What follows belongs to an exercise in optimizing a design on an open flow for small area; a production flow would make more cautious choices.
At most, simulation tests tie the RTL to the original design; equivalence was not proved.
No functional check of the RTL was part of runs 3 to 6.
Power figures rest on the tool's default switching activity, not on a simulated workload.

<file path="flow/config.mk">
export PLATFORM = sky130hd
export DESIGN_NAME = smpq_top
export DESIGN_NICKNAME = smpq_top
export VERILOG_FILES = /design/flow/design.v
export SDC_FILE = /design/flow/constraint.sdc
export NUM_CORES = 4
export LEC_CHECK = 0
export CAP_MARGIN = 20
export CORE_MARGIN = 2
export CORE_UTILIZATION = 70
export CTS_BUF_LIST = sky130_fd_sc_hd__clkbuf_4
export CTS_CLUSTER_DIAMETER = 50
export CTS_CLUSTER_SIZE = 10
export PLACE_DENSITY = 0.85
export SLEW_MARGIN = 20
export SYNTH_HIERARCHICAL = 1
</file>
<file path="flow/constraint.sdc">
create_clock -name core_clock -period 5.0 [get_ports {clk}]
set_input_delay 1.0000 -clock core_clock [delete_from_list [all_inputs] [get_ports {clk}]]
set_output_delay 1.0000 -clock core_clock [all_outputs]
set_load 0.01 [all_outputs]
</file>
<file path="flow/design.v">
package smpq_pkg;
	localparam int DEF_QUEUE_DEPTH = 16;
	localparam int VALUE_W         = 32;
	localparam int OCC_W           = 5;
	localparam logic [1:0] OP_INSERT = 2'd0;
	localparam logic [1:0] OP_REMOVE = 2'd1;
	localparam logic [1:0] OP_PEEK   = 2'd2;
	localparam logic [1:0] OP_NONE   = 2'd3;
	localparam logic [1:0] ST_OK    = 2'd0;
	localparam logic [1:0] ST_EMPTY = 2'd1;
	localparam logic [1:0] ST_FULL  = 2'd2;
endpackage
module smpq_ctrl (
	input  logic       clk,
	input  logic       arst_n,
	input  logic       start,
	input  logic [1:0] cmd_op,
	input  logic       full,
	input  logic       empty,
	input  logic       lt,
	output logic       busy,
	output logic       done,
	output logic [3:0] phase,
	output logic [4:0] count,
	output logic       sel_prev,
	output logic       sel_keep,
	output logic       sel_new_n,
	output logic [1:0] rsp_status,
	output logic       show_n
);
	logic [3:0] phase_q;
	logic [4:0] count_q;
	logic       armed_q;
	logic       win_q;
	logic       placed_q;
	logic       done_q;
	logic [1:0] status_q;
	logic       show_q;
	logic       removed_q;
	logic is_ins, is_rem, is_peek;
	logic ins_go, read_go;
	logic win, ready, take, last_step, behind, sel_new;
	assign is_ins  = (cmd_op == smpq_pkg::OP_INSERT);
	assign is_rem  = (cmd_op == smpq_pkg::OP_REMOVE);
	assign is_peek = (cmd_op == smpq_pkg::OP_PEEK);
	assign ins_go  = is_ins && !full;
	assign read_go = (is_rem || is_peek) && !empty;
	assign win       = win_q || (armed_q && ins_go && phase_q == 4'd15);
	assign last_step = win_q && phase_q == 4'd14;
	assign behind    = lt && !last_step;
	assign sel_prev  = win && behind;
	assign sel_new   = win && !behind && !(win_q && placed_q);
	assign sel_new_n = !sel_new;
	assign sel_keep  = !win && !(empty || removed_q) || (win && !behind && win_q && placed_q);
	always_comb begin
		if (ins_go)       ready = last_step;
		else if (read_go) ready = (phase_q == 4'd15);
		else              ready = 1'b1;
	end
	assign busy = !ready;
	assign take = start && ready;
	always_ff @(posedge clk or negedge arst_n) begin
		if (!arst_n) begin
			phase_q <= 4'd0;
			count_q <= 5'd0;
			armed_q <= 1'b0;
			win_q   <= 1'b0;
			done_q  <= 1'b0;
		end else begin
			if (take && ins_go)
				phase_q <= phase_q + 4'd2;
			else if (!(take && is_rem && !empty))
				phase_q <= phase_q + 4'd1;
			if (take && ins_go)
				count_q <= count_q + 5'd1;
			else if (take && is_rem && !empty)
				count_q <= count_q - 5'd1;
			armed_q <= start && !take && (armed_q || phase_q == 4'd11);
			win_q   <= win && !last_step;
			done_q  <= take;
		end
	end
	always_ff @(posedge clk) begin
		placed_q <= sel_new || (win_q && placed_q);
		if (is_ins && full)
			status_q <= smpq_pkg::ST_FULL;
		else if ((is_rem || is_peek) && empty)
			status_q <= smpq_pkg::ST_EMPTY;
		else
			status_q <= smpq_pkg::ST_OK;
		show_q <= read_go;
		removed_q <= take && is_rem && !empty;
	end
	assign done       = done_q;
	assign phase      = phase_q;
	assign count      = count_q;
	assign rsp_status = status_q;
	assign show_n     = !show_q;
endmodule
module smpq_datapath (
	input  logic        clk,
	input  logic [31:0] cmd_value,
	input  logic        sel_prev,
	input  logic        sel_keep,
	input  logic        sel_new_n,
	input  logic        show_n,
	output logic        key_lt,
	output logic [31:0] rsp_head
);
	logic [31:0] ring_q [16];
	logic [31:0] entry;
	logic [31:0] a;
	logic [31:0] c;
	logic [31:0] co;
	logic [2:0]  carry_q;
	always_ff @(posedge clk) begin
		ring_q[0] <= entry;
		for (int i = 1; i < 16; i++)
			ring_q[i] <= ring_q[i-1];
	end
	assign a = {ring_q[14][31:24], ring_q[13][23:16], ring_q[12][15:8], ring_q[11][7:0]};
	genvar i;
	generate
		for (i = 0; i < 32; i++) begin : g_bit
			if (i == 0) begin : g_c0
				assign c[i] = 1'b0;
			end else if (i % 8 == 0) begin : g_cq
				assign c[i] = carry_q[i/8 - 1];
			end else begin : g_ci
				assign c[i] = co[i-1];
			end
			smpq_slice #(
				.SIGN (i == 31)
			) u_slice (
				.prev      (ring_q[14][i]),
				.keep      (ring_q[15][i]),
				.key       (cmd_value[i]),
				.sel_prev  (sel_prev),
				.sel_keep  (sel_keep),
				.sel_new_n (sel_new_n),
				.a         (a[i]),
				.ci        (c[i]),
				.show_n    (show_n),
				.entry     (entry[i]),
				.co        (co[i]),
				.head      (rsp_head[i])
			);
		end
	endgenerate
	always_ff @(posedge clk) begin
		carry_q <= {co[23], co[15], co[7]};
	end
	assign key_lt = co[31];
endmodule
module smpq_slice #(
	parameter bit SIGN = 1'b0
) (
	input  logic prev,
	input  logic keep,
	input  logic key,
	input  logic sel_prev,
	input  logic sel_keep,
	input  logic sel_new_n,
	input  logic a,
	input  logic ci,
	input  logic show_n,
	output logic entry,
	output logic co,
	output logic head
);
	logic held;   
	logic u;      
	assign held  = SIGN ? key : ~key;
	assign u     = SIGN ? ~key : key;
	assign entry = (prev & sel_prev) | (keep & sel_keep) | (held & ~sel_new_n);
	assign co    = (u & a) | (u & ci) | (a & ci);
	assign head  = (SIGN ? keep : ~keep) & ~show_n;
endmodule
module sorted_min_priority_queue_core (
	input  logic        clk,
	input  logic        arst_n,
	input  logic        start,
	input  logic [1:0]  cmd_op,
	input  logic [31:0] cmd_value,
	output logic        busy,
	output logic        done,
	output logic [31:0] rsp_head,
	output logic [1:0]  rsp_status,
	output logic        rsp_empty,
	output logic [4:0]  rsp_count
);
	logic [3:0]  phase;
	logic [4:0]  count;
	logic        full;
	logic        empty;
	logic        key_lt;
	logic        sel_keep;
	logic        sel_prev;
	logic        sel_new_n;
	logic        show_n;
	assign full  = count[4];
	assign empty = (count == 5'd0);
	smpq_ctrl u_ctrl (
		.clk        (clk),
		.arst_n     (arst_n),
		.start      (start),
		.cmd_op     (cmd_op),
		.full       (full),
		.empty      (empty),
		.lt         (key_lt),
		.busy       (busy),
		.done       (done),
		.phase      (phase),
		.count      (count),
		.sel_prev   (sel_prev),
		.sel_keep   (sel_keep),
		.sel_new_n  (sel_new_n),
		.rsp_status (rsp_status),
		.show_n     (show_n)
	);
	smpq_datapath u_datapath (
		.clk       (clk),
		.cmd_value (cmd_value),
		.sel_prev  (sel_prev),
		.sel_keep  (sel_keep),
		.sel_new_n (sel_new_n),
		.show_n    (show_n),
		.key_lt    (key_lt),
		.rsp_head  (rsp_head)
	);
	assign rsp_empty = empty;
	assign rsp_count = count;
endmodule
module smpq_top (
	input  logic        clk,
	input  logic        arst_n,
	input  logic        start,
	input  logic [1:0]  cmd_op,
	input  logic [31:0] cmd_value,
	output logic        busy,
	output logic        done,
	output logic [31:0] rsp_head,
	output logic [1:0]  rsp_status,
	output logic        rsp_empty,
	output logic [4:0]  rsp_count
);
	sorted_min_priority_queue_core u_core (
		.clk        (clk),
		.arst_n     (arst_n),
		.start      (start),
		.cmd_op     (cmd_op),
		.cmd_value  (cmd_value),
		.busy       (busy),
		.done       (done),
		.rsp_head   (rsp_head),
		.rsp_status (rsp_status),
		.rsp_empty  (rsp_empty),
		.rsp_count  (rsp_count)
	);
endmodule
</file>
<file path="flow/flow/run.sh">
#!/bin/bash
# The standard layout, with each port's buffer made of the smallest buffer cell.
export BUFFER_PORTS_ARGS="-buffer_cell sky130_fd_sc_hd__buf_1"
bash standard.sh > standard.log 2>&1
</file>
<file path="flow/standard.sh">
#!/bin/bash
# synth_recipe.tcl (not shown) runs the flow's synth.tcl, then flattens the netlist and writes it again
# the make line also repeats each setting of config.mk as NAME=value (left out here)
make -C /OpenROAD-flow-scripts/flow DESIGN_CONFIG=/design/flow/config.mk WORK_HOME=/design/flow/orfs CLKGATE_MAP_FILE= SYNTH_SCRIPT=/design/flow/synth_recipe.tcl "${@:-finish}"
</file>
==> impl_metrics.csv, run 1 <==
group,metric,value,unit
clock_tree,clockBufferDepth,3,
detailed_routing,drc,0,
setup_path,required,5.63,ns
power_and_ir_drop,swShare,0.2354,
sta,finalSetupTns,0,ns
synthesis,synth_flop_cell,"dfxtp_1",
floorplan,io_pins,79,
sta,drv_slew,0,
setup_path,worstPathCellList,"buf_1, maj3_2, maj3_2, maj3_2, maj3_2, maj3_2, maj3_2, maj3_2, nor2_1, o21ai_0, nand2_1, a32o_1, buf_4, a221o_1",
synthesis,netlist_instances,738,
power_and_ir_drop,power_density,512.6,nW/um^2
setup_path,worst_path_dominant_cell_family,"adder cells",
synthesis,synth.distinct_cells,42,
power_and_ir_drop,switchingPower,1.609,mW
finish,fin_cells,1112,
detailed_routing,dr_total_vias,5590,
finish,fill_cells,976,
place,gp_congestion,0.7925,
floorplan,initial_utilization,0.7104,
grt,grt_pass1_vias,6091,
clock_tree,holdBufCountCts,0,
sta,whs,0.2984,ns
synthesis,synth_top_area_frac,0.8531,
power_and_ir_drop,pwr-share-comb,0.074,
place,place_inst,1046,
synthesis,synthArstFlopShare,0.02256,
sta,fin_crit,3.845,ns
sta,period_share,0.7690,
floorplan,die_area,18510,um^2
clock_tree,cts_tree,"yes",
sta,fin_skew,0.02238,ns
detailed_routing,ant_nets,0,
sta,slew_headroom,0.3946,
finish,layout_common_cells,"dfxtp_1 (520), buf_1 (78), nor2_1 (69)",
floorplan,chipHeight,136.0,um
clock_tree,clock_sinks,532,
detailed_routing,wl_per_cell,17.41,um
synthesis,syn-num-nets,784,
power_and_ir_drop,ir_drop,0.2922,mV
detailed_routing,routed_wl,19360,um
setup_path,setup.worst_path.start_class,"input port",
setup_path,path_buf_inv,2,
clock_tree,ctsResizeCount,0,
place,dp_hpwl,12090,um
sta,max_freq,260.1,MHz
clock_tree,clk_pin_slew,0.11,ns
clock_tree,clock_latency,0.69,ns
grt,antenna_found_initial,1,
setup_path,slowest_delay,0.38,ns
detailed_routing,drt_pre_antenna_iters,5,
power_and_ir_drop,clkPwrFrac,0.258,
finish,final_nets,928,
job,maxCapViolations,0,
grt,grt_max_degree,33,
grt,grt_first_pass_wirelength,31290,um
floorplan,die_w,136.0,um
detailed_routing,drt_iter0_drc,235,
synthesis,synth_edf_count,0,
power_and_ir_drop,p_seq_frac,0.668,
synthesis,syn-cell-area,12200,um^2
sta,finalSetupViolCount,0,
floorplan,rows,48,
power_and_ir_drop,p_int,5.225,mW
place,port_buffers,78,
synthesis,synth_warnings,10,
grt,grt_usage,0.2207,
detailed_routing,viasPerCell,5.027,
finish,antenna_cells,0,
clock_tree,post_cts_buffers,0,
sta,tightest_slew,0.9060,ns
clock_tree,cts_buffers,59,
setup_path,critical_path_class,"in -> reg",
finish,layout_commonest_cell,"dfxtp_1",
hold_path,min_path_type,"in -> async",
finish,area_growth,9.259,%
finish,drive_gt1_frac,0.1251,
setup_path,crit_path_frequent_cell,"maj3_2",
synthesis,synth.area.top_cells,"dfxtp_1 (85%), maj3_2 (2.9%), a221o_1 (2.6%)",
clock_tree,cts_max_level,2,
setup_path,crit_slowest_cell,"buf_4",
synthesis,synth_seq_cells,532,
power_and_ir_drop,cellLeakagePower,5.385,nW
grt,grt.overflow.total,0,
sta,final-hold-violation-count,0,
sta,rsz0062_at_grt,"no",
setup_path,crit_path_end_kind,"register",
synthesis,post_synth.cell_area_avg,16.54,um^2
floorplan,fp.coreArea,17180,um^2
synthesis,synth_area_leader_cell,"dfxtp_1",
synthesis,ys_seq_area_frac,0.8777,
outcome,outcome,"no timing/DRC/antenna violations",
clock_tree,clock-root-buffer,"clkbuf_4",
setup_path,cp_max_fo,32,
setup_path,arrival,4.47,ns
[modules after synthesis (local to each module, per instance), excerpt]
module	cell area [um^2]	times used	cells inside	flip-flops and latches
smpq_ctrl	943.4	1	90	17
smpq_datapath	10310	1	516	515
sorted_min_priority_queue_core	11.26	1	2	0
[cell type report]
class | count | area [um^2] | share of cell area
repair buffers | 83 | 345.3 | 0.02590
well taps | 225 | 281.5 | 0.02111
clock buffers | 63 | 473.0 | 0.03547
flip-flops and latches | 532 | 10710 | 0.8033
clock inverters | 3 | 20.02 | 0.001502
inverters | 7 | 26.28 | 0.001971
multi-input cells | 199 | 1476 | 0.1107
[per-layer routing]
metal  global-route usage  vias to the layer above  part of all wire
li1                     -                     2709                 -
met5                    0                        -           0.00057
met1               0.2815                     2708              0.44
met3              0.04996                       38             0.042
met2               0.3721                      133              0.49
met4              0.08044                        2             0.021
[flip-flops by register name, indices dropped and copies added, names as in the netlist, 2 cells and up]
| name | count |
|---|---|
| u_core.u_datapath.ring_q | 512 |
| u_core.u_ctrl.count_q | 5 |
| u_core.u_ctrl.phase_q | 4 |
| u_core.u_datapath.carry_q | 3 |
| u_core.u_ctrl.status_q | 2 |
[Yosys cell counts (2+ instances only)]
master,n
a21o_1,3
nand2_1,6
ha_1,8
nor2_1,70
maj3_2,31
xnor2_1,2
nand4_1,2
mux2i_1,2
a221o_1,32
dfxtp_1,520
inv_1,6
nor2b_1,3
o21ai_0,3
dfrtp_1,12
a21oi_1,4
nand2b_1,3
mux2_1,3
xor2_1,3
nand3_1,2
[path summary, 6_finish.rpt]
path / startpoint / end / slack, ns / cells after the start
max: cmd_value[24] / u_core.u_datapath.ring_q[0][1] / 1.16 / 14
min: arst_n / u_core.u_ctrl.count_q[3] / 0.30 / 1
max reg2reg: u_core.u_datapath.ring_q[14][24] / u_core.u_datapath.ring_q[0][1] / 1.23 / 13
min reg2reg: u_core.u_datapath.ring_q[13][15] / u_core.u_datapath.ring_q[14][15] / 0.32 / 0
max in group asynchronous: arst_n / u_core.u_ctrl.phase_q[1] / 4.28 / 1
min in group core_clock: u_core.u_datapath.ring_q[13][15] / u_core.u_datapath.ring_q[14][15] / 0.32 / 0
[logic make-up (layout without fill, tap and decap cells)]
family / after synthesis / count (layout) / synth area share
adders and majority gates: 40 / 40 / 0.03845
other: 1 / 1 / 0.0003073
buffers and inverters: 7 / 156 / 0.002153
muxes: 5 / 5 / 0.004409
and+or+nand+nor: 98 / 98 / 0.03671
AOI/OAI and AO/OA: 50 / 50 / 0.03671
xor gates and xnor gates: 5 / 5 / 0.003589
DFF: 532 / 532 / 0.8777
[power by group through the flow]
| stage | sequential, mW | clock, mW | combinational (mW) |
|---|---|---|---|
| 2_1_floorplan | 4.63 | 0 | 0.292 |
| 3_3_place_gp | 4.64 | 0 | 0.452 |
| 3_5_place_dp | 4.66 | 0 | 0.502 |
| 4_1_cts | 4.57 | 1.82 | 0.509 |
| 5_1_grt | 4.59 | 1.97 | 0.552 |
| 6_report | 4.57 | 1.76 | 0.506 |
[stage by stage]
step / power, mW / setup WS [ns] / util / cell area (um^2)
2_1_floorplan: 4.920 / 0.6344 / - / 12200
3_3_place_gp: 5.092 / 0.6113 / 0.7458 / 12810
3_5_place_dp: 5.162 / 0.4627 / 0.7475 / 12840
4_1_cts: 6.897 / 1.192 / 0.7762 / 13330
5_1_grt: 7.119 / 1.022 / 0.7762 / 13330
6_report: 6.834 / 1.155 / 0.7762 / 13330
==> run 2, diff against run 1 <==
--- a/flow/config.mk
+++ b/flow/config.mk
@@ -7,10 +7,10 @@
 export LEC_CHECK = 0
 export CAP_MARGIN = 20
 export CORE_MARGIN = 2
-export CORE_UTILIZATION = 70
+export CORE_UTILIZATION = 45
 export CTS_BUF_LIST = sky130_fd_sc_hd__clkbuf_4
 export CTS_CLUSTER_DIAMETER = 50
 export CTS_CLUSTER_SIZE = 10
-export PLACE_DENSITY = 0.85
+export PLACE_DENSITY = 0.6
 export SLEW_MARGIN = 20
 export SYNTH_HIERARCHICAL = 1
==> run 2 against run 1 <==
Routed wire length decreased by 12%. Sequential cell count stayed put. Largest cell class unchanged. Final area increased by 1.5%. Sequential share of layout area decreased by 1.2 points. Maximum frequency decreased by 1.4%.
==> impl_metrics.csv, run 2 <==
group,metric,value,unit
sta,tightest_slew,0.9250,ns
power_and_ir_drop,power_density,510.9,nW/um^2
floorplan,die_area,28450,um^2
synthesis,synth_top_area_frac,0.8531,
sta,max_freq,256.5,MHz
detailed_routing,viasPerCell,4.369,
clock_tree,cts_buffers,60,
setup_path,r2r_end,"u_core.u_datapath.ring_q[0][16]",
place,gp_congestion,0.6777,
sta,setup_slack,1.101,ns
finish,fill_cells,2290,
setup_path,required,5.62,ns
place,port_buffers,78,
synthesis,syn-num-nets,784,
finish,utilization,0.5052,
grt,grt_pass1_vias,5531,
finish,top_regs,"u_core.u_datapath.ring_q (512), u_core.u_ctrl.count_q (5), u_core.u_ctrl.phase_q (4)",
setup_path,arrival,4.52,ns
synthesis,synthArstFlopShare,0.02256,
synthesis,syn-cell-area,12200,um^2
setup_path,critical_path_class,"in -> reg",
floorplan,die_w,168.7,um
setup_path,setup.worst_path.start_class,"input port",
synthesis,synth_warnings,10,
outcome,outcome,"no timing/DRC/antenna violations",
synthesis,synth_flop_cell,"dfxtp_1",
hold_path,hold_path_depth,0,
finish,final_nets,927,
power_and_ir_drop,cellLeakagePower,5.410,nW
synthesis,ys_seq_area_frac,0.8777,
clock_tree,holdBufCountCts,0,
sta,whs,0.3188,ns
detailed_routing,drt_pre_antenna_iters,4,
floorplan,rows,60,
finish,fin_area,13540,um^2
detailed_routing,drt_iter0_drc,196,
finish,layout_common_cells,"dfxtp_1 (520), buf_1 (78), nor2_1 (69)",
floorplan,initial_utilization,0.4553,
setup_path,timing.critical_path.to,"u_core.u_datapath.ring_q[0][16]",
grt,grt_max_degree,33,
hold_path,min_path_type,"reg -> reg",
synthesis,yosys.cell_count.top_type,"dfxtp_1",
finish,drive_gt1_frac,0.1263,
power_and_ir_drop,ir_drop,0.2829,mV
detailed_routing,drc,0,
finish,largest_register_ffs,512,
finish,largest_register,"u_core.u_datapath.ring_q",
grt,antenna_found_initial,1,
sta,drv_slew,0,
grt,grt_first_pass_wirelength,27980,um
synthesis,synth_seq_cells,532,
finish,area_growth,10.95,%
sta,finalSetupTns,0,ns
clock_tree,clock-root-buffer,"clkbuf_4",
clock_tree,clockBufferDepth,3,
clock_tree,cts_max_level,2,
sta,final-hold-violation-count,0,
finish,layout_commonest_cell,"dfxtp_1",
place,pre_cts_ws,0.4214,ns
synthesis,synth.cells.most_frequent,"dfxtp_1 (520), nor2_1 (70), a221o_1 (32), maj3_2 (31), dfrtp_1 (12)",
place,placed_area,12980,um^2
floorplan,io_pins,79,
setup_path,reg2reg_depth,15,
clock_tree,clk_pin_slew,0.10,ns
setup_path,crit_start,"cmd_value[24]",
clock_tree,clock_latency,0.69,ns
detailed_routing,dr_total_vias,5369,
detailed_routing,ant_nets,0,
setup_path,r2r_slack,1.22,ns
floorplan,chipHeight,168.7,um
sta,fin_crit,3.899,ns
detailed_routing,routed_wl,17100,um
sta,rsz0062_at_grt,"no",
synthesis,synth_area_leader_cell,"dfxtp_1",
floorplan,fp.coreArea,26800,um^2
sta,finalSetupViolCount,0,
clock_tree,cts_tree,"yes",
setup_path,cp_max_fo,23,
clock_tree,post_cts_buffers,0,
finish,regArea,10710,um^2
finish,multi_input_area,1478,um^2
synthesis,netlist_instances,738,
setup_path,r2r-start,"u_core.u_datapath.ring_q[14][24]",
place,dp_hpwl,10230,um
clock_tree,ctsResizeCount,0,
clock_tree,clock_sinks,532,
sta,fin_skew,0.02013,ns
grt,grt.overflow.total,0,
sta,slew_headroom,0.3819,
sta,period_share,0.7798,
grt,grt_usage,0.1246,
detailed_routing,wl_per_cell,13.92,um
setup_path,crit_path_end_kind,"register",
synthesis,synth_edf_count,0,
synthesis,synth.distinct_cells,42,
synthesis,synth.area.top_cells,"dfxtp_1 (85%), maj3_2 (2.9%), a221o_1 (2.6%)",
synthesis,post_synth.cell_area_avg,16.54,um^2
job,maxCapViolations,0,
run 2: cell families (layout without fill, tap and decap cells):
| logic type | Yosys count | after routing | share of synthesized area |
|---|---|---|---|
| DFF | 532 | 532 | 0.8777 |
| and+or+nand+nor | 98 | 98 | 0.03671 |
| AOI/OAI and AO/OA | 50 | 50 | 0.03671 |
| adders and majority gates | 40 | 40 | 0.03845 |
| buffers and inverters | 7 | 156 | 0.002153 |
| xor gates and xnor gates | 5 | 5 | 0.003589 |
| muxes | 5 | 5 | 0.004409 |
| other | 1 | 2 | 0.0003073 |
run 2: worst min-delay path by stage:
stage	startpoint	to	slack [ns]
6_report	u_core.u_datapath.ring_q[2][18]	u_core.u_datapath.ring_q[3][18]	0.32
5_1_grt	arst_n	u_core.u_ctrl.phase_q[3]	0.30
4_1_cts	arst_n	u_core.u_ctrl.phase_q[0]	0.29
3_5_place_dp	u_core.u_datapath.ring_q[10][9]	u_core.u_datapath.ring_q[11][9]	0.31
3_3_place_gp	u_core.u_datapath.ring_q[11][22]	u_core.u_datapath.ring_q[12][22]	0.31
2_1_floorplan	u_core.u_datapath.ring_q[9][0]	u_core.u_datapath.ring_q[10][0]	0.31
run 2: final cells by class:
type | count | area share
antenna | 1 | 0.0001848
clock inverter | 5 | 0.006099
tap | 341 | 0.03151
timing repair buffer | 81 | 0.02514
clock buffer | 63 | 0.03493
inverter | 7 | 0.001941
sequential | 532 | 0.7911
multi-input combinational | 199 | 0.1091
run 2: modules after synthesis (local to each module, per instance), a selection:
module | cells inside | copies in the design
smpq_datapath | 516 | 1
smpq_ctrl | 90 | 1
sorted_min_priority_queue_core | 2 | 1
run 2: metrics by stage:
step                power [mW]  std cells
detailed placement       5.144       1160
global route             7.288       1228
finish                   6.917       1229
floorplan                4.920        738
CTS                      7.042       1228
global placement         5.141       1160
run 2: critical path, stage by stage:
cell and delay [ns]:
buf_1 0.11, maj3_2 0.32, maj3_2 0.32, maj3_2 0.31, maj3_2 0.31, maj3_2 0.31
maj3_2 0.32, maj3_2 0.32, nor2_1 0.09, o21ai_0 0.07, nand2_1 0.15, nand2b_1 0.09
nand2b_2 0.33, buf_12 0.24, nor2_1 0.11, a221o_1 0.11
run 2: routing by layer:
metal  track usage  wire, um  share of wire
met5             0         0              0
met4       0.05397       365          0.021
met3       0.03647       936          0.055
met2        0.1842      7165           0.42
met1        0.1710      8637           0.50
run 2: report_power, final:
group / switching (mW) / leakage [nW] / internal [mW]
Combinational: 0.290 / 0.754 / 0.194
Clock: 1.19 / 0.319 / 0.689
Sequential: 0.105 / 4.34 / 4.45
==> run 3, diff against run 2 <==
--- a/flow/design.v
+++ b/flow/design.v
@@ -40,6 +40,7 @@
 	logic is_ins, is_rem, is_peek;
 	logic ins_go, read_go;
 	logic win, ready, take, last_step, behind, sel_new;
+	logic take_ins, take_rem;
 	assign is_ins  = (cmd_op == smpq_pkg::OP_INSERT);
 	assign is_rem  = (cmd_op == smpq_pkg::OP_REMOVE);
 	assign is_peek = (cmd_op == smpq_pkg::OP_PEEK);
@@ -59,6 +60,8 @@
 	end
 	assign busy = !ready;
 	assign take = start && ready;
+	assign take_ins = take && ins_go;
+	assign take_rem = take && is_rem && !empty;
 	always_ff @(posedge clk or negedge arst_n) begin
 		if (!arst_n) begin
 			phase_q <= 4'd0;
@@ -67,14 +70,9 @@
 			win_q   <= 1'b0;
 			done_q  <= 1'b0;
 		end else begin
-			if (take && ins_go)
-				phase_q <= phase_q + 4'd2;
-			else if (!(take && is_rem && !empty))
-				phase_q <= phase_q + 4'd1;
-			if (take && ins_go)
-				count_q <= count_q + 5'd1;
-			else if (take && is_rem && !empty)
-				count_q <= count_q - 5'd1;
+			phase_q <= ((phase_q + 4'd1) & {4{!take_ins}}) | {4{take_rem}};
+			if (take_ins || take_rem)
+				count_q <= count_q + {{4{take_rem}}, 1'b1};
 			armed_q <= start && !take && (armed_q || phase_q == 4'd11);
 			win_q   <= win && !last_step;
 			done_q  <= take;
@@ -89,7 +87,7 @@
 		else
 			status_q <= smpq_pkg::ST_OK;
 		show_q <= read_go;
-		removed_q <= take && is_rem && !empty;
+		removed_q <= take_rem;
 	end
 	assign done       = done_q;
 	assign phase      = phase_q;
==> flow/config.mk (replaced) <==
export PLATFORM = sky130hd
export DESIGN_NAME = smpq_top
export DESIGN_NICKNAME = smpq_top
export VERILOG_FILES = /design/flow/design.v
export SDC_FILE = /design/flow/constraint.sdc
export NUM_CORES = 4
export LEC_CHECK = 0
export CAP_MARGIN = 20
export CORE_MARGIN = 2
export CORE_UTILIZATION = 70
export CTS_BUF_LIST = sky130_fd_sc_hd__clkbuf_8
export CTS_CLUSTER_DIAMETER = 60
export CTS_CLUSTER_SIZE = 20
export PLACE_DENSITY = 0.85
export SLEW_MARGIN = 20
export SYNTH_HIERARCHICAL = 1
==> run 3 against run 2 <==
Still clean on timing, DRC and antenna. Global-route usage up 8.8 points. Combinational power is 22% higher. Clock skew shrank 0.0023 ns. Via count decreased by 0.34%. Critical path type unchanged. Largest cell class unchanged. Maximum frequency down 1.9%. Worst hold slack lost 0.00090 ns. Routed wire length is 11% higher. Critical endpoint unchanged.
==> impl_metrics.csv, run 3 <==
group,metric,value,unit
clock_tree,clk_pin_slew,0.12,ns
synthesis,synth_edf_count,0,
synthesis,syn-num-nets,777,
synthesis,synth_seq_cells,532,
sta,finalSetupTns,0,ns
clock_tree,clockBufferDepth,3,
detailed_routing,routed_wl,19020,um
sta,tightest_slew,0.7095,ns
outcome,outcome,"no timing/DRC/antenna violations",
setup_path,required,5.54,ns
finish,final_nets,891,
clock_tree,cts_max_level,1,
clock_tree,holdBufCountCts,0,
setup_path,reg2reg_depth,14,
synthesis,synthArstFlopShare,0.02256,
detailed_routing,dr_total_vias,5351,
sta,finalSetupViolCount,0,
finish,antenna_cells,0,
hold_path,min_path_type,"reg -> reg",
floorplan,fp.coreArea,17180,um^2
grt,grt_max_degree,33,
floorplan,io_pins,79,
sta,fin_crit,3.973,ns
synthesis,netlist_instances,732,
detailed_routing,viasPerCell,4.973,
sta,fin_skew,0.01787,ns
floorplan,die_area,18480,um^2
setup_path,worstPathCellList,"buf_1, maj3_2, maj3_2, maj3_2, maj3_2, maj3_2, maj3_2, maj3_2, nor2_1, o21ai_0, nand2_1, inv_1, o21ai_2, buf_4, a221o_1",
synthesis,synth.distinct_cells,35,
synthesis,synth_area_leader_cell,"dfxtp_1",
clock_tree,cts_tree,"yes",
job,maxCapViolations,0,
synthesis,ys_seq_area_frac,0.8790,
synthesis,synth.area.top_cells,"dfxtp_1 (85%), maj3_2 (2.9%), a221o_1 (2.6%)",
finish,top_regs,"u_core.u_datapath.ring_q (512), u_core.u_ctrl.count_q (5), u_core.u_ctrl.phase_q (4)",
setup_path,setup.worst_path.start_class,"input port",
detailed_routing,drt_pre_antenna_iters,4,
setup_path,worst_path_dominant_cell_family,"adder cells",
grt,grt_usage,0.2122,
floorplan,initial_utilization,0.7094,
clock_tree,clock_sinks,532,
place,port_buffers,78,
setup_path,crit_slowest_cell,"buf_4",
grt,grt_pass1_vias,5784,
detailed_routing,wl_per_cell,17.67,um
place,placed_area,12810,um^2
finish,fin_area,13270,um^2
setup_path,crit_path_end_kind,"register",
clock_tree,ctsResizeCount,0,
setup_path,cp_max_fo,32,
clock_tree,post_cts_buffers,0,
setup_path,crit_path_frequent_cell,"maj3_2",
clock_tree,clock_latency,0.59,ns
synthesis,syn-cell-area,12180,um^2
place,dp_hpwl,11700,um
setup_path,arrival,4.51,ns
synthesis,synth_warnings,10,
floorplan,rows,48,
synthesis,synth_top_area_frac,0.8544,
grt,grt_first_pass_wirelength,30180,um
setup_path,slowest_delay,0.39,ns
place,gp_congestion,0.7729,
sta,rsz0062_at_grt,"no",
power_and_ir_drop,cellLeakagePower,5.364,nW
power_and_ir_drop,ir_drop,0.3602,mV
sta,drv_slew,0,
finish,drive_gt1_frac,0.09401,
grt,grt.overflow.total,0,
synthesis,synth_flop_cell,"dfxtp_1",
grt,antenna_found_initial,0,
setup_path,cp.depth,15,
sta,slew_headroom,0.5270,
clock_tree,cts_buffers,30,
sta,final-hold-violation-count,0,
finish,layout_common_cells,"dfxtp_1 (520), buf_1 (78), nor2_1 (69)",
hold_path,hold_path_depth,0,
setup_path,path_buf_inv,3,
synthesis,yosys.cell_count.top_type,"dfxtp_1",
floorplan,chipHeight,135.9,um
finish,largest_register,"u_core.u_datapath.ring_q",
sta,max_freq,251.7,MHz
floorplan,die_w,135.9,um
finish,layout_commonest_cell,"dfxtp_1",
sta,period_share,0.7946,
finish,largest_register_ffs,512,
clock_tree,clock-root-buffer,"clkbuf_8",
power_and_ir_drop,power_density,527.9,nW/um^2
detailed_routing,ant_nets,0,
synthesis,post_synth.cell_area_avg,16.65,um^2
detailed_routing,drc,0,
setup_path,critical_path_class,"in -> reg",
finish,area_growth,8.903,%
synthesis,synth.cells.most_frequent,"dfxtp_1 (520), nor2_1 (70), a221o_1 (32), maj3_2 (31), dfrtp_1 (12)",
detailed_routing,drt_iter0_drc,243,
## run 3: power by group
part	total [mW]	internal, mW	switching (mW)
clock network	1.72	0.566	1.15
logic	0.592	0.225	0.368
registers	4.69	4.55	0.144
total	7.01	5.34	1.66
## run 3: through the flow
step                      total power [mW]    util  worst slack (ns)  hold slack (ns)  instances
after floorplan                      5.082       -            0.1355           0.3096        732
after global placement               5.295  0.7445            0.6142           0.3112       1038
after detailed placement             5.370  0.7461            0.4846           0.3121       1039
after CTS                            7.030  0.7725             1.075           0.3209       1076
after global routing                 7.251  0.7725            0.8626           0.3264       1076
final                                7.005  0.7725             1.027           0.3179       1076
## run 3: area by class of cell
cell class | instances | area (um^2)
Multi-Input combinational cell | 192 | 1450
Clock inverter | 6 | 27.53
Clock buffer | 31 | 426.7
Tap cell | 225 | 281.5
Inverter | 8 | 30.03
Fill cell | 972 | 3908
Timing Repair Buffer | 82 | 342.8
Sequential cell | 532 | 10710
## run 3: cell families (layout without fill, tap and decap cells)
group / count (synthesis) / count (layout) / synth area share
mux: 4 / 4 / 0.004518
compound gates: 49 / 49 / 0.03789
xor+xnor: 6 / 6 / 0.004314
flops: 532 / 532 / 0.8790
fa+ha+maj: 39 / 39 / 0.03748
buf+inv: 8 / 127 / 0.002465
other cells: 1 / 1 / 0.0003078
simple gates: 93 / 93 / 0.03399
## run 3: per-module statistics from Yosys (local to each module, per instance), excerpt
module                          flops+latches  times used  area (um^2)  cells inside
sorted_min_priority_queue_core              0           1        11.26             2
smpq_ctrl                                  17           1        924.6            84
smpq_datapath                             515           1        10310           516
## run 3: worst paths after layout
| check | startpoint | end | slack [ns] |
|---|---|---|---|
| worst max register to register | u_core.u_datapath.ring_q[14][24] | u_core.u_datapath.ring_q[0][16] | 1.18 |
| worst min-delay path | u_core.u_datapath.ring_q[13][4] | u_core.u_datapath.ring_q[14][4] | 0.32 |
| max in group asynchronous | arst_n | u_core.u_ctrl.count_q[2] | 4.13 |
| worst min register to register | u_core.u_datapath.ring_q[13][4] | u_core.u_datapath.ring_q[14][4] | 0.32 |
| worst max-delay path | cmd_value[24] | u_core.u_datapath.ring_q[0][16] | 1.03 |
| min in group asynchronous | arst_n | u_core.u_ctrl.done_q | 0.41 |
## run 3: per-layer routing
| metal | GRT usage | up-vias | wire length (um) |
|---|---|---|---|
| li1 | - | 2598 | - |
| met1 | 0.2836 | 2582 | 8633 |
| met2 | 0.3482 | 113 | 8952 |
| met3 | 0.04512 | 58 | 810 |
| met4 | 0.07407 | 0 | 619 |
| met5 | 0 | - | 0 |
==> run 4, diff against run 3 <==
==> flow/flow/run.sh (replaced) <==
#!/bin/bash
# The standard layout, with each port's buffer made of the smallest buffer cell
# and a clock tree without dummy loads.
export BUFFER_PORTS_ARGS="-buffer_cell sky130_fd_sc_hd__buf_1"
export CTS_ARGS="-sink_clustering_enable -repair_clock_nets -sink_clustering_size 10 -sink_clustering_max_diameter 50 -buf_list sky130_fd_sc_hd__clkbuf_4 -dont_use_dummy_load"
bash standard.sh > standard.log 2>&1
--- a/flow/config.mk
+++ b/flow/config.mk
@@ -8,9 +8,10 @@
 export CAP_MARGIN = 20
 export CORE_MARGIN = 2
 export CORE_UTILIZATION = 70
-export CTS_BUF_LIST = sky130_fd_sc_hd__clkbuf_8
-export CTS_CLUSTER_DIAMETER = 60
-export CTS_CLUSTER_SIZE = 20
+export CTS_BUF_LIST = sky130_fd_sc_hd__clkbuf_4
+export CTS_CLUSTER_DIAMETER = 50
+export CTS_CLUSTER_SIZE = 10
+export GPL_TIMING_DRIVEN = 0
 export PLACE_DENSITY = 0.85
 export SLEW_MARGIN = 20
 export SYNTH_HIERARCHICAL = 1
==> run 4 against run 3 <==
Still clean. Routed wire length shrank 6.0%. Synthesized cell count is the same. Global-route usage shrank 1.2 points. Via count grew 2.0%. Synthesized area is the same. Clock power is essentially flat. Sequential cell count is the same. Total power shrank 0.26%. Non-clock buffer count grew 3. Critical path depth is the same. Critical path type unchanged. Largest cell class unchanged.
==> impl_metrics.csv, run 4 <==
group,metric,value,unit
synthesis,post_synth.cell_area_avg,16.65,um^2
setup_path,slowest_delay,0.62,ns
grt,use_met3,0.05444,
clock_tree,post_cts_buffers,0,
sta,finalSetupViolCount,0,
power_and_ir_drop,pwr-share-comb,0.087,
place,dp_hpwl,11140,um
setup_path,crit_path_frequent_cell,"maj3_2",
detailed_routing,drt_pre_antenna_iters,4,
synthesis,synth_edf_count,0,
hold_path,min_path_type,"reg -> reg",
power_and_ir_drop,p_int,5.327,mW
power_and_ir_drop,swShare,0.2376,
clock_tree,cts_tree,"yes",
place,gp_congestion,0.7580,
synthesis,ys_seq_area_frac,0.8790,
power_and_ir_drop,clkPwrFrac,0.243,
clock_tree,cts_max_level,2,
detailed_routing,wl_per_cell,16.22,um
setup_path,setup.worst_path.start_class,"input port",
floorplan,die_w,135.9,um
synthesis,netlist_instances,732,
sta,period_share,0.8612,
power_and_ir_drop,cellLeakagePower,5.400,nW
detailed_routing,ant_nets,0,
sta,tightest_slew,0.7485,ns
grt,grt_pass1_vias,5747,
setup_path,worst_path_dominant_cell_family,"adder cells",
detailed_routing,viasPerCell,4.951,
synthesis,synth.distinct_cells,35,
finish,layout_common_cells,"dfxtp_1 (520), buf_1 (78), nor2_1 (69)",
power_and_ir_drop,ir_drop,0.3175,mV
grt,grt_first_pass_wirelength,28460,um
detailed_routing,drc,0,
finish,largest_register,"u_core.u_datapath.ring_q",
floorplan,initial_utilization,0.7094,
grt,grt_use_met2,0.3159,
sta,finalSetupTns,0,ns
grt,grt.overflow.total,0,
setup_path,critical_path_class,"in -> reg",
sta,setup_slack,0.6941,ns
grt,grt_busiest_layer,"met2",
sta,slew_headroom,0.4991,
finish,top_regs,"u_core.u_datapath.ring_q (512), u_core.u_ctrl.count_q (5), u_core.u_ctrl.phase_q (4)",
setup_path,required,5.59,ns
finish,fill_cells,991,
floorplan,chipHeight,135.9,um
grt,grt_usage,0.2005,
synthesis,synth_seq_cells,532,
detailed_routing,dr_total_vias,5456,
clock_tree,clock-root-buffer,"clkbuf_4",
grt,grt_max_degree,33,
power_and_ir_drop,total_power,6.987,mW
place,placed_area,12870,um^2
clock_tree,cts_buffers,59,
floorplan,rows,48,
clock_tree,clock_latency,0.67,ns
synthesis,synthArstFlopShare,0.02256,
power_and_ir_drop,power_density,524.8,nW/um^2
floorplan,io_pins,79,
clock_tree,clk_pin_slew,0.09,ns
synthesis,yosys.cell_count.top_type,"dfxtp_1",
synthesis,synth.area.top_cells,"dfxtp_1 (85%), maj3_2 (2.9%), a221o_1 (2.6%)",
clock_tree,clockBufferDepth,3,
grt,use_met1,0.2671,
synthesis,synth_warnings,10,
place,pre_cts_ws,0.05741,ns
synthesis,synth_flop_cell,"dfxtp_1",
clock_tree,holdBufCountCts,0,
synthesis,synth.cells.most_frequent,"dfxtp_1 (520), nor2_1 (70), a221o_1 (32), maj3_2 (31), dfrtp_1 (12)",
setup_path,crit_slowest_cell,"o21ai_4",
sta,fin_skew,0.05045,ns
job,maxCapViolations,0,
finish,drive_gt1_frac,0.1267,
floorplan,fp.coreArea,17180,um^2
setup_path,arrival,4.90,ns
finish,layout_commonest_cell,"dfxtp_1",
sta,max_freq,232.2,MHz
synthesis,synth_top_area_frac,0.8544,
place,port_buffers,78,
clock_tree,ctsResizeCount,0,
finish,area_growth,9.283,%
synthesis,syn-num-nets,777,
setup_path,path_buf_inv,3,
power_and_ir_drop,switchingPower,1.660,mW
sta,drv_slew,0,
floorplan,die_area,18480,um^2
clock_tree,clock_sinks,532,
sta,rsz0062_at_grt,"no",
setup_path,crit_path_end_kind,"register",
grt,antenna_found_initial,1,
finish,largest_register_ffs,512,
detailed_routing,drt_iter0_drc,277,
sta,fin_crit,4.306,ns
finish,final_nets,923,
setup_path,worstPathCellList,"buf_1, maj3_2, maj3_2, maj3_2, maj3_2, maj3_2, maj3_2, maj3_2, nor2_1, o21ai_0, nand2_1, inv_1, o21ai_4, buf_16, a221o_1",
detailed_routing,routed_wl,17880,um
finish,fin_area,13320,um^2
setup_path,cp_max_fo,17,
synthesis,synth_area_leader_cell,"dfxtp_1",
synthesis,syn-cell-area,12180,um^2
outcome,outcome,"no timing/DRC/antenna violations",
power_and_ir_drop,p_seq_frac,0.670,
sta,final-hold-violation-count,0,
==> run 4: changes by cell type in the layout (fill, tap and decap cells not counted), sizes merged <==
cell | previous run | this run
clkbuf | 31 | 59
inv | 14 | 8
buf | 82 | 85
diode | 0 | 1
==> run 4: path summary, 6_finish.rpt <==
check                           depth (start not counted)                              end  slack, ns                             start
worst max-delay path                                   15  u_core.u_datapath.ring_q[0][13]       0.69                     cmd_value[24]
worst min-delay path                                    0   u_core.u_datapath.ring_q[4][2]       0.27    u_core.u_datapath.ring_q[3][2]
worst max register to register                         14  u_core.u_datapath.ring_q[0][13]       0.78  u_core.u_datapath.ring_q[14][24]
worst min register to register                          0   u_core.u_datapath.ring_q[4][2]       0.27    u_core.u_datapath.ring_q[3][2]
max in group asynchronous                               1              u_core.u_ctrl.win_q       4.26                            arst_n
min in group asynchronous                               1         u_core.u_ctrl.count_q[4]       0.29                            arst_n
==> run 4: power groups by stage <==
stage                     Clock [mW]  Combinational, mW  Sequential (mW)
after floorplan                    0              0.341             4.74
after global placement             0              0.532             4.76
after detailed placement           0              0.604             4.78
after CTS                       1.74              0.607             4.68
after global routing            1.90              0.662             4.71
final                           1.70              0.608             4.68
==> run 4: layout make-up <==
class	count	area, um^2	share of cell area
flip-flops and latches	532	10710	0.8044
multi-input cells	192	1463	0.1098
clock buffers	59	442.9	0.03326
repair buffers	85	385.4	0.02894
well taps	225	281.5	0.02114
inverters	8	30.03	0.002255
diodes	1	2.502	0.0001879
==> run 4: cells by family (layout without fill, tap and decap cells) <==
kind of cell             Yosys count  in the layout  synth area share
flip-flops                       532            532            0.8790
buffers and inverters              8            152          0.002465
adder cells (fa/ha/maj)           39             39           0.03748
AND/OR/NAND/NOR                   93             93           0.03399
XOR/XNOR                           6              6          0.004314
AO/OA/AOI/OAI                     49             49           0.03789
multiplexers                       4              4          0.004518
other                              1              2         0.0003078
==> run 4: per-module statistics from Yosys, one instance, submodules excluded, a selection <==
module	cells	times used	flip-flops and latches
smpq_datapath	516	1	515
smpq_ctrl	84	1	17
sorted_min_priority_queue_core	2	1	0
==> run 4: metal layers <==
layer	part of all wire	vias up
li1	-	2691
met1	0.47	2609
met2	0.47	122
met3	0.045	34
met4	0.021	0
met5	0	-
==> run 4: per-stage QoR <==
step,cells,util,hold slack (ns)
6_report,1102,0.7752,0.2698
5_1_grt,1102,0.7752,0.2606
4_1_cts,1101,0.7751,0.2355
3_5_place_dp,1042,0.7493,0.3121
3_3_place_gp,1035,0.7428,0.3107
2_1_floorplan,732,-,0.3096
==> run 5, diff against run 4 <==
--- a/flow/design.v
+++ b/flow/design.v
@@ -36,11 +36,10 @@
 	logic       done_q;
 	logic [1:0] status_q;
 	logic       show_q;
-	logic       removed_q;
 	logic is_ins, is_rem, is_peek;
 	logic ins_go, read_go;
 	logic win, ready, take, last_step, behind, sel_new;
-	logic take_ins, take_rem;
+	logic take_ins, take_rem, removed;
 	assign is_ins  = (cmd_op == smpq_pkg::OP_INSERT);
 	assign is_rem  = (cmd_op == smpq_pkg::OP_REMOVE);
 	assign is_peek = (cmd_op == smpq_pkg::OP_PEEK);
@@ -52,7 +51,8 @@
 	assign sel_prev  = win && behind;
 	assign sel_new   = win && !behind && !(win_q && placed_q);
 	assign sel_new_n = !sel_new;
-	assign sel_keep  = !win && !(empty || removed_q) || (win && !behind && win_q && placed_q);
+	assign removed   = show_q && phase_q == 4'd15;
+	assign sel_keep  = !win && !(empty || removed) || (win && !behind && win_q && placed_q);
 	always_comb begin
 		if (ins_go)       ready = last_step;
 		else if (read_go) ready = (phase_q == 4'd15);
@@ -86,8 +86,7 @@
 			status_q <= smpq_pkg::ST_EMPTY;
 		else
 			status_q <= smpq_pkg::ST_OK;
-		show_q <= read_go;
-		removed_q <= take_rem;
+		show_q <= take && read_go;
 	end
 	assign done       = done_q;
 	assign phase      = phase_q;
==> flow/flow/run.sh (replaced) <==
#!/bin/bash
# The standard layout, with each port's buffer made of the smallest buffer cell
# and a clock tree without dummy loads.
export BUFFER_PORTS_ARGS="-buffer_cell sky130_fd_sc_hd__buf_1"
export CTS_ARGS="-sink_clustering_enable -repair_clock_nets -sink_clustering_size 16 -sink_clustering_max_diameter 50 -buf_list sky130_fd_sc_hd__clkbuf_8 -dont_use_dummy_load"
bash standard.sh > standard.log 2>&1
--- a/flow/config.mk
+++ b/flow/config.mk
@@ -8,10 +8,9 @@
 export CAP_MARGIN = 20
 export CORE_MARGIN = 2
 export CORE_UTILIZATION = 70
-export CTS_BUF_LIST = sky130_fd_sc_hd__clkbuf_4
+export CTS_BUF_LIST = sky130_fd_sc_hd__clkbuf_8
 export CTS_CLUSTER_DIAMETER = 50
-export CTS_CLUSTER_SIZE = 10
-export GPL_TIMING_DRIVEN = 0
+export CTS_CLUSTER_SIZE = 16
 export PLACE_DENSITY = 0.85
 export SLEW_MARGIN = 20
 export SYNTH_HIERARCHICAL = 1
==> run 5 against run 4 <==
Still clean on timing, DRC and antenna. Synthesized area shrank 0.20%. Combinational power down 16%. Clock-buffer cell count decreased by 20. Final cell count decreased by 2.1%. Register-to-register slack gained 0.32 ns. First-iteration DRC count increased by 17%. Sequential power barely moved. Die area fell by 0.19%. Sequential share of layout area decreased by 0.15 points. Global-route usage increased by 1.6 points. Critical path type unchanged. Largest cell class unchanged.
==> impl_metrics.csv, run 5 <==
group,metric,value,unit
outcome,outcome,"no timing/DRC/antenna violations",
finish,fill_cells,940,
setup_path,worstPathCellList,"buf_1, maj3_2, maj3_2, maj3_2, maj3_2, maj3_2, maj3_2, maj3_2, nor2_1, o21ai_0, nand2_1, inv_1, o21ai_4, buf_4, a221o_1",
setup_path,crit_path_frequent_cell,"maj3_2",
floorplan,die_area,18440,um^2
clock_tree,cts_max_level,2,
clock_tree,cts_tree,"yes",
synthesis,synth_flop_cell,"dfxtp_1",
synthesis,synth_edf_count,0,
sta,finalSetupViolCount,0,
synthesis,synth.distinct_cells,37,
clock_tree,post_cts_buffers,0,
clock_tree,clock_sinks,531,
grt,grt_first_pass_wirelength,30200,um
setup_path,arrival,4.59,ns
clock_tree,clock-root-buffer,"clkbuf_8",
power_and_ir_drop,p_int,5.456,mW
synthesis,synth.cells.most_frequent,"dfxtp_1 (519), nor2_1 (69), a221o_1 (32), maj3_2 (31), dfrtp_1 (12)",
clock_tree,cts_buffers,39,
sta,fin_crit,4.139,ns
sta,final-hold-violation-count,0,
synthesis,synthSimpleGateAreaFrac,0.03447,
clock_tree,clockBufferDepth,3,
setup_path,cp_max_fo,32,
finish,drive_gt1_frac,0.1054,
grt,grt_pass1_vias,5855,
grt,grt.overflow.total,0,
synthesis,syn-num-nets,778,
finish,antenna_cells,0,
synthesis,synth_area_leader_cell,"dfxtp_1",
job,maxCapViolations,0,
clock_tree,clk_pin_slew,0.09,ns
synthesis,synthArstFlopShare,0.02260,
floorplan,initial_utilization,0.7105,
place,port_buffers,78,
finish,largest_register_ffs,512,
sta,tightest_slew,0.6570,ns
finish,layout_common_cells,"dfxtp_1 (519), buf_1 (78), nor2_1 (68)",
power_and_ir_drop,swShare,0.2305,
sta,drv_slew,0,
detailed_routing,drc,0,
setup_path,worst_path_dominant_cell_family,"adder cells",
setup_path,critical_path_class,"in -> reg",
finish,area_growth,9.497,%
power_and_ir_drop,ir_drop,0.3612,mV
power_and_ir_drop,clkPwrFrac,0.265,
synthesis,synth.area.mux_share,0.003704,
sta,fin_skew,0.04029,ns
synthesis,synth_warnings,10,
setup_path,r2r_slack,1.10,ns
place,placed_area,12780,um^2
synthesis,netlist_instances,733,
power_and_ir_drop,switchingPower,1.634,mW
finish,utilization,0.7779,
synthesis,synth_fa_ha_area_frac,0.03756,
grt,grt_max_degree,33,
sta,period_share,0.8277,
synthesis,synth_top_area_frac,0.8544,
finish,layout_commonest_cell,"dfxtp_1",
sta,finalSetupTns,0,ns
floorplan,chipHeight,135.8,um
detailed_routing,drt_pre_antenna_iters,4,
power_and_ir_drop,pwr-share-comb,0.072,
finish,top_regs,"u_core.u_datapath.ring_q (512), u_core.u_ctrl.count_q (5), u_core.u_ctrl.phase_q (4)",
synthesis,synth_compound_area_frac,0.03776,
detailed_routing,drt_iter0_drc,325,
setup_path,path_buf_inv,3,
synthesis,yosys.cell_count.top_type,"dfxtp_1",
floorplan,io_pins,79,
floorplan,die_w,135.8,um
setup_path,crit_slowest_cell,"buf_4",
synthesis,post_synth.cell_area_avg,16.59,um^2
synthesis,synth_seq_cells,531,
setup_path,slowest_delay,0.38,ns
synthesis,synth_top_family_by_area,"compound AO/OA/AOI/OAI gates",
power_and_ir_drop,power_density,532.5,nW/um^2
synthesis,syn-cell-area,12160,um^2
clock_tree,ctsResizeCount,0,
synthesis,synth.area.top_cells,"dfxtp_1 (85%), maj3_2 (2.9%), a221o_1 (2.6%)",
setup_path,required,5.45,ns
finish,fin_area,13320,um^2
finish,largest_register,"u_core.u_datapath.ring_q",
sta,max_freq,241.6,MHz
synthesis,ys_seq_area_frac,0.8791,
power_and_ir_drop,p_seq_frac,0.663,
finish,final_nets,901,
sta,rsz0062_at_grt,"no",
detailed_routing,dr_total_vias,5390,
place,dp_hpwl,11490,um
detailed_routing,wl_per_cell,18.00,um
synthesis,synthXorXnorAreaFrac,0.004321,
floorplan,fp.coreArea,17120,um^2
setup_path,crit_path_end_kind,"register",
power_and_ir_drop,cellLeakagePower,5.399,nW
detailed_routing,routed_wl,19420,um
clock_tree,clock_latency,0.54,ns
grt,antenna_found_initial,0,
place,gp_congestion,0.7779,
sta,slew_headroom,0.5620,
detailed_routing,ant_nets,0,
floorplan,rows,48,
detailed_routing,viasPerCell,4.995,
hold_path,min_path_type,"reg -> reg",
setup_path,setup.worst_path.start_class,"input port",
grt,grt_usage,0.2169,
clock_tree,holdBufCountCts,0,
run 5: changes by cell type in the layout (fill, tap and decap cells not counted), sizes merged, moves of 2 or more:
cell | previous run | this run
nor3 | 2 | 0
a41oi | 0 | 2
buf | 85 | 82
a21oi | 6 | 3
clkbuf | 59 | 39
nand2 | 7 | 9
o21ai | 5 | 8
run 5: power by group through the flow:
stage	logic, mW	registers [mW]	clock network, mW
after floorplan	0.301	4.75	0
after global placement	0.460	4.77	0
after detailed placement	0.499	4.79	0
after CTS	0.512	4.71	1.92
after global routing	0.551	4.73	2.06
final	0.508	4.70	1.88
run 5: worst register-to-register path, stage by stage (launching register included):
cell and delay (ns):
dfxtp_1 0.34, maj3_2 0.31, maj3_2 0.31, maj3_2 0.32
maj3_2 0.33, maj3_2 0.32, maj3_2 0.32, maj3_2 0.32
nor2_1 0.08, o21ai_0 0.11, nand2_1 0.16, inv_1 0.11
o21ai_4 0.14, buf_4 0.38, a221o_1 0.26
run 5: cells by family after synthesis:
family,after synthesis
compound gates,51
flops,531
buf+inv,9
xor+xnor,6
fa+ha+maj,39
other cells,1
simple gates,93
mux,3
run 5: layout make-up:
| cell class | count | area (um^2) | area share |
|---|---|---|---|
| Clock buffer | 39 | 536.8 | 0.04031 |
| Inverter | 9 | 33.78 | 0.002537 |
| Multi-Input combinational cell | 193 | 1450 | 0.1089 |
| Sequential cell | 531 | 10690 | 0.8029 |
| Tap cell | 225 | 281.5 | 0.02114 |
| Timing Repair Buffer | 82 | 322.8 | 0.02424 |
run 5: per-module statistics from Yosys (local to each module, per instance), excerpt:
module | flops+latches | cell area, um^2 | cells inside | copies in the design
smpq_datapath | 515 | 10310 | 516 | 1
sorted_min_priority_queue_core | 0 | 11.26 | 2 | 1
smpq_ctrl | 16 | 900.9 | 85 | 1
run 5: metal layers:
layer	up-vias	track usage	wire length, um
li1	2613	-	-
met1	2617	0.2828	8761
met2	113	0.3600	9411
met3	47	0.04265	704
met4	0	0.08854	546
met5	-	0	0
run 5: path summary, 6_finish.rpt:
path / start / to / cells after the start
max: cmd_value[24] / u_core.u_datapath.ring_q[0][3] / 15
min: u_core.u_datapath.ring_q[0][0] / u_core.u_datapath.ring_q[1][0] / 0
max reg2reg: u_core.u_datapath.ring_q[14][24] / u_core.u_datapath.ring_q[0][3] / 14
min reg2reg: u_core.u_datapath.ring_q[0][0] / u_core.u_datapath.ring_q[1][0] / 0
max in group asynchronous: arst_n / u_core.u_ctrl.done_q / 1
min in group asynchronous: arst_n / u_core.u_ctrl.phase_q[2] / 1
run 5: metrics by stage:
stage          cells  setup slack (ns)  total power, mW  hold WS (ns)
2_1_floorplan    733            0.1302            5.047        0.3096
3_3_place_gp    1040            0.5755            5.228        0.3106
3_5_place_dp    1040            0.4214            5.292        0.3121
4_1_cts         1079            0.9246            7.136        0.2945
5_1_grt         1079            0.7278            7.346        0.2936
6_report        1079            0.8615            7.091        0.2924
==> run 6, diff against run 5 <==
--- a/flow/design.v
+++ b/flow/design.v
@@ -109,20 +109,20 @@
 	logic [31:0] a;
 	logic [31:0] c;
 	logic [31:0] co;
-	logic [2:0]  carry_q;
+	logic [1:0]  carry_q;
 	always_ff @(posedge clk) begin
 		ring_q[0] <= entry;
 		for (int i = 1; i < 16; i++)
 			ring_q[i] <= ring_q[i-1];
 	end
-	assign a = {ring_q[14][31:24], ring_q[13][23:16], ring_q[12][15:8], ring_q[11][7:0]};
+	assign a = {ring_q[14][31:24], ring_q[13][23:12], ring_q[12][11:0]};
 	genvar i;
 	generate
 		for (i = 0; i < 32; i++) begin : g_bit
 			if (i == 0) begin : g_c0
 				assign c[i] = 1'b0;
-			end else if (i % 8 == 0) begin : g_cq
-				assign c[i] = carry_q[i/8 - 1];
+			end else if (i == 12 || i == 24) begin : g_cq
+				assign c[i] = carry_q[i/12 - 1];
 			end else begin : g_ci
 				assign c[i] = co[i-1];
 			end
@@ -145,7 +145,7 @@
 		end
 	endgenerate
 	always_ff @(posedge clk) begin
-		carry_q <= {co[23], co[15], co[7]};
+		carry_q <= {co[23], co[11]};
 	end
 	assign key_lt = co[31];
 endmodule
==> flow/flow/run.sh (replaced) <==
#!/bin/bash
# The standard layout, with each port's buffer made of the smallest buffer cell,
# a clock tree without dummy loads, and gates off the critical paths downsized
# after global routing.
export BUFFER_PORTS_ARGS="-buffer_cell sky130_fd_sc_hd__buf_1"
export CTS_ARGS="-sink_clustering_enable -repair_clock_nets -sink_clustering_size 10 -sink_clustering_max_diameter 50 -buf_list sky130_fd_sc_hd__clkbuf_4 -dont_use_dummy_load"
export RECOVER_POWER=100
bash standard.sh > standard.log 2>&1
--- a/flow/config.mk
+++ b/flow/config.mk
@@ -8,9 +8,9 @@
 export CAP_MARGIN = 20
 export CORE_MARGIN = 2
 export CORE_UTILIZATION = 70
-export CTS_BUF_LIST = sky130_fd_sc_hd__clkbuf_8
+export CTS_BUF_LIST = sky130_fd_sc_hd__clkbuf_4
 export CTS_CLUSTER_DIAMETER = 50
-export CTS_CLUSTER_SIZE = 16
+export CTS_CLUSTER_SIZE = 10
 export PLACE_DENSITY = 0.85
 export SLEW_MARGIN = 20
 export SYNTH_HIERARCHICAL = 1
==> run 6 against run 5 <==
The layout now fails its checks (capacitance limit, slew limit). Largest power group unchanged. Final area shrank 1.2%. Synthesized area decreased by 0.16%. Sequential cell count decreased by 1. Setup slack got worse by 0.42 ns. Sequential power about the same. Die area decreased by 0.15%.
==> impl_metrics.csv, run 6 <==
group,metric,value,unit
floorplan,initial_utilization,0.7093,
sta,tightest_slew,1.830,ns
clock_tree,clock-root-buffer,"clkbuf_4",
clock_tree,cts_max_level,2,
sta,final-hold-violation-count,0,
setup_path,cp_max_fo,32,
setup_path,setup.worst_path.start_class,"input port",
finish,layout_commonest_cell,"dfxtp_1",
floorplan,die_w,135.7,um
finish,largest_register_ffs,512,
synthesis,netlist_instances,732,
synthesis,syn-num-nets,777,
synthesis,synth_area_leader_cell,"dfxtp_1",
setup_path,r2r-start,"u_core.u_datapath.ring_q[14][24]",
synthesis,synth_edf_count,0,
detailed_routing,drc,0,
finish,drive_gt1_frac,0.1055,
finish,area_growth,8.389,%
clock_tree,cts_tree,"yes",
sta,fin_crit,4.556,ns
setup_path,critical_path_class,"in -> reg",
grt,grt_first_pass_wirelength,28850,um
floorplan,io_pins,79,
hold_path,hold_path_depth,0,
synthesis,synth.area.top_cells,"dfxtp_1 (85%), maj3_2 (2.9%), a221o_1 (2.6%)",
power_and_ir_drop,cellLeakagePower,5.347,nW
synthesis,synth_warnings,10,
hold_path,min_path_type,"reg -> reg",
floorplan,fp.coreArea,17120,um^2
synthesis,synth_top_area_frac,0.8542,
sta,drv_slew,33,
grt,grt.overflow.total,0,
setup_path,required,5.52,ns
detailed_routing,routed_wl,18120,um
power_and_ir_drop,ir_drop,0.3178,mV
job,maxCapViolations,1,
synthesis,post_synth.cell_area_avg,16.59,um^2
setup_path,slowest_delay,0.51,ns
finish,utilization,0.7688,
sta,finalSetupTns,0,ns
synthesis,synth_flop_cell,"dfxtp_1",
sta,finalSetupViolCount,0,
setup_path,crit_path_frequent_cell,"maj3_1",
synthesis,ys_seq_area_frac,0.8789,
grt,grt_pass1_vias,5820,
setup_path,timing.critical_path.to,"u_core.u_datapath.ring_q[0][26]",
detailed_routing,wl_per_cell,16.50,um
synthesis,synth.cells.most_frequent,"dfxtp_1 (518), nor2_1 (69), a221o_1 (32), maj3_2 (31), dfrtp_1 (12)",
clock_tree,cts_buffers,58,
sta,fin_skew,0.05594,ns
clock_tree,post_cts_buffers,0,
sta,whs,0.2924,ns
clock_tree,clock_sinks,530,
place,port_buffers,78,
sta,slew_headroom,-0.2198,
grt,antenna_found_initial,1,
detailed_routing,drt_pre_antenna_iters,4,
grt,grt_usage,0.2046,
setup_path,arrival,5.08,ns
detailed_routing,drt_iter0_drc,230,
synthesis,synthArstFlopShare,0.02264,
setup_path,worstPathCellList,"buf_1, maj3_1, maj3_1, maj3_1, maj3_1, maj3_1, maj3_1, maj3_1, nor2_1, o21ai_0, nand2_1, nor2_2, clkbuf_2, a221o_1",
setup_path,crit_path_end_kind,"register",
floorplan,die_area,18410,um^2
place,dp_hpwl,11210,um
finish,layout_common_cells,"dfxtp_1 (518), buf_1 (77), nor2_1 (68)",
floorplan,chipHeight,135.7,um
outcome,so.violations,"capacitance limit, slew limit",
detailed_routing,ant_nets,0,
detailed_routing,dr_total_vias,5532,
power_and_ir_drop,total_power,6.829,mW
sta,rsz0062_at_grt,"no",
synthesis,yosys.cell_count.top_type,"dfxtp_1",
outcome,outcome,"failed layout checks",
finish,top_regs,"u_core.u_datapath.ring_q (512), u_core.u_ctrl.count_q (5), u_core.u_ctrl.phase_q (4)",
setup_path,r2r_end,"u_core.u_datapath.ring_q[0][26]",
clock_tree,ctsResizeCount,0,
synthesis,synth_seq_cells,530,
sta,max_freq,219.5,MHz
clock_tree,clock_latency,0.68,ns
setup_path,crit_slowest_cell,"clkbuf_2",
floorplan,rows,48,
clock_tree,clockBufferDepth,3,
clock_tree,clk_pin_slew,0.10,ns
synthesis,synth.distinct_cells,37,
setup_path,crit_start,"cmd_value[24]",
synthesis,syn-cell-area,12140,um^2
place,gp_congestion,0.7674,
clock_tree,holdBufCountCts,0,
finish,final_nets,919,
power_and_ir_drop,power_density,518.9,nW/um^2
sta,period_share,0.9113,
setup_path,reg2reg_depth,13,
setup_path,r2r_slack,0.52,ns
detailed_routing,viasPerCell,5.038,
grt,grt_max_degree,33,
finish,largest_register,"u_core.u_datapath.ring_q",
## run 6: cell count changes after synthesis
cell | before | now
dfxtp_1 | 519 | 518
## run 6: where the power goes
| part | switching [mW] | total (mW) | internal (mW) | leakage [nW] |
|---|---|---|---|---|
| Combinational | 0.290 | 0.484 | 0.194 | 0.757 |
| Clock | 1.13 | 1.66 | 0.534 | 0.267 |
| Sequential | 0.141 | 4.68 | 4.54 | 4.32 |
## run 6: cells by family after synthesis
logic type,count (synthesis),synth area share
AO/OA/AOI/OAI,51,0.03782
buffers and inverters,9,0.002783
adder cells (fa/ha/maj),39,0.03762
XOR/XNOR,6,0.004329
AND/OR/NAND/NOR,93,0.03453
flip-flops,530,0.8789
other,1,0.0003089
multiplexers,3,0.003710
## run 6: area by class of cell
cell class / count / area [um^2]
Clock buffer: 58 / 435.4
Fill cell: 987 / 3958
Tap cell: 225 / 281.5
Multi-Input combinational cell: 193 / 1406
Inverter: 9 / 33.78
Antenna cell: 1 / 2.502
Sequential cell: 530 / 10670
Timing Repair Buffer: 82 / 329.1
## run 6: modules after synthesis, one instance, submodules excluded, excerpt
module                          cells inside  copies in the design  cell area [um^2]
smpq_datapath                            515                     1             10290
smpq_ctrl                                 85                     1             900.9
sorted_min_priority_queue_core             2                     1             11.26
## run 6: critical path: cells and delay by family
kind            cells  cell delay (ns)
compound gates      2             0.55
simple gates        3             0.25
buf+inv             2             0.59
fa+ha+maj           7             2.66
## run 6: metrics by stage
stage	std cells	area (um^2)	worst slack, ns
floorplan	732	12140	0.1302
global placement	1039	12760	0.03981
detailed placement	1039	12760	0.01010
CTS	1097	13200	0.6887
global route	1098	13160	0.3506
finish	1098	13160	0.4437
## run 6: worst min-delay path by stage
stage	from	endpoint
2_1_floorplan	u_core.u_datapath.ring_q[9][0]	u_core.u_datapath.ring_q[10][0]
3_5_place_dp	u_core.u_datapath.ring_q[12][24]	u_core.u_datapath.ring_q[13][24]
6_report	u_core.u_datapath.ring_q[6][25]	u_core.u_datapath.ring_q[7][25]
5_1_grt	arst_n	u_core.u_ctrl.count_q[4]
4_1_cts	arst_n	u_core.u_ctrl.count_q[1]
3_3_place_gp	u_core.u_datapath.ring_q[0][5]	u_core.u_datapath.ring_q[1][5]
## run 6: layer usage
metal	global-route usage	vias up	routed length [um]	share of wire
li1	-	2673	-	-
met1	0.2668	2703	8162	0.45
met2	0.3314	123	8810	0.49
met3	0.05051	33	780	0.043
met4	0.08449	0	366	0.020
met5	0	-	0	0

==> separate check: timing with driven ports <==
The flow's constraints put no driver on any port. The routed layouts listed below were extracted and timed again, unchanged, in two steps. Step 1, drivers: a clkbuf_16 drives clk and a buf_2 each remaining input, both assumed. Step 2, shift: input delay + t, output delay - t, t = (earliest + latest rising clock arrival at the registers) / 2. This alone moves slack from input paths to output paths. Three values: no drivers, after step 1, after step 2; two values: the first two.
| run | t, ns | setup WS [ns] | worst setup path after step 2 |
|---|---|---|---|
| run 1 | 0.714 | 1.155 / 1.160 / 0.445 | input to register |
| run 2 | 0.716 | 1.101 / 1.116 / 0.401 | input to register |
| run 3 | 0.625 | 1.027 / 1.029 / 0.404 | input to register |
| run 4 | 0.689 | 0.694 / 0.707 / 0.018 | input to register |
| run 5 | 0.564 | 0.861 / 0.865 / 0.302 | input to register |
| run 6 | 0.683 | 0.444 / 0.435 / -0.248 | input to register |
The setup slack of run 1, which loses most, moves by +0.005 ns with the drivers and by -0.710 ns with both steps.
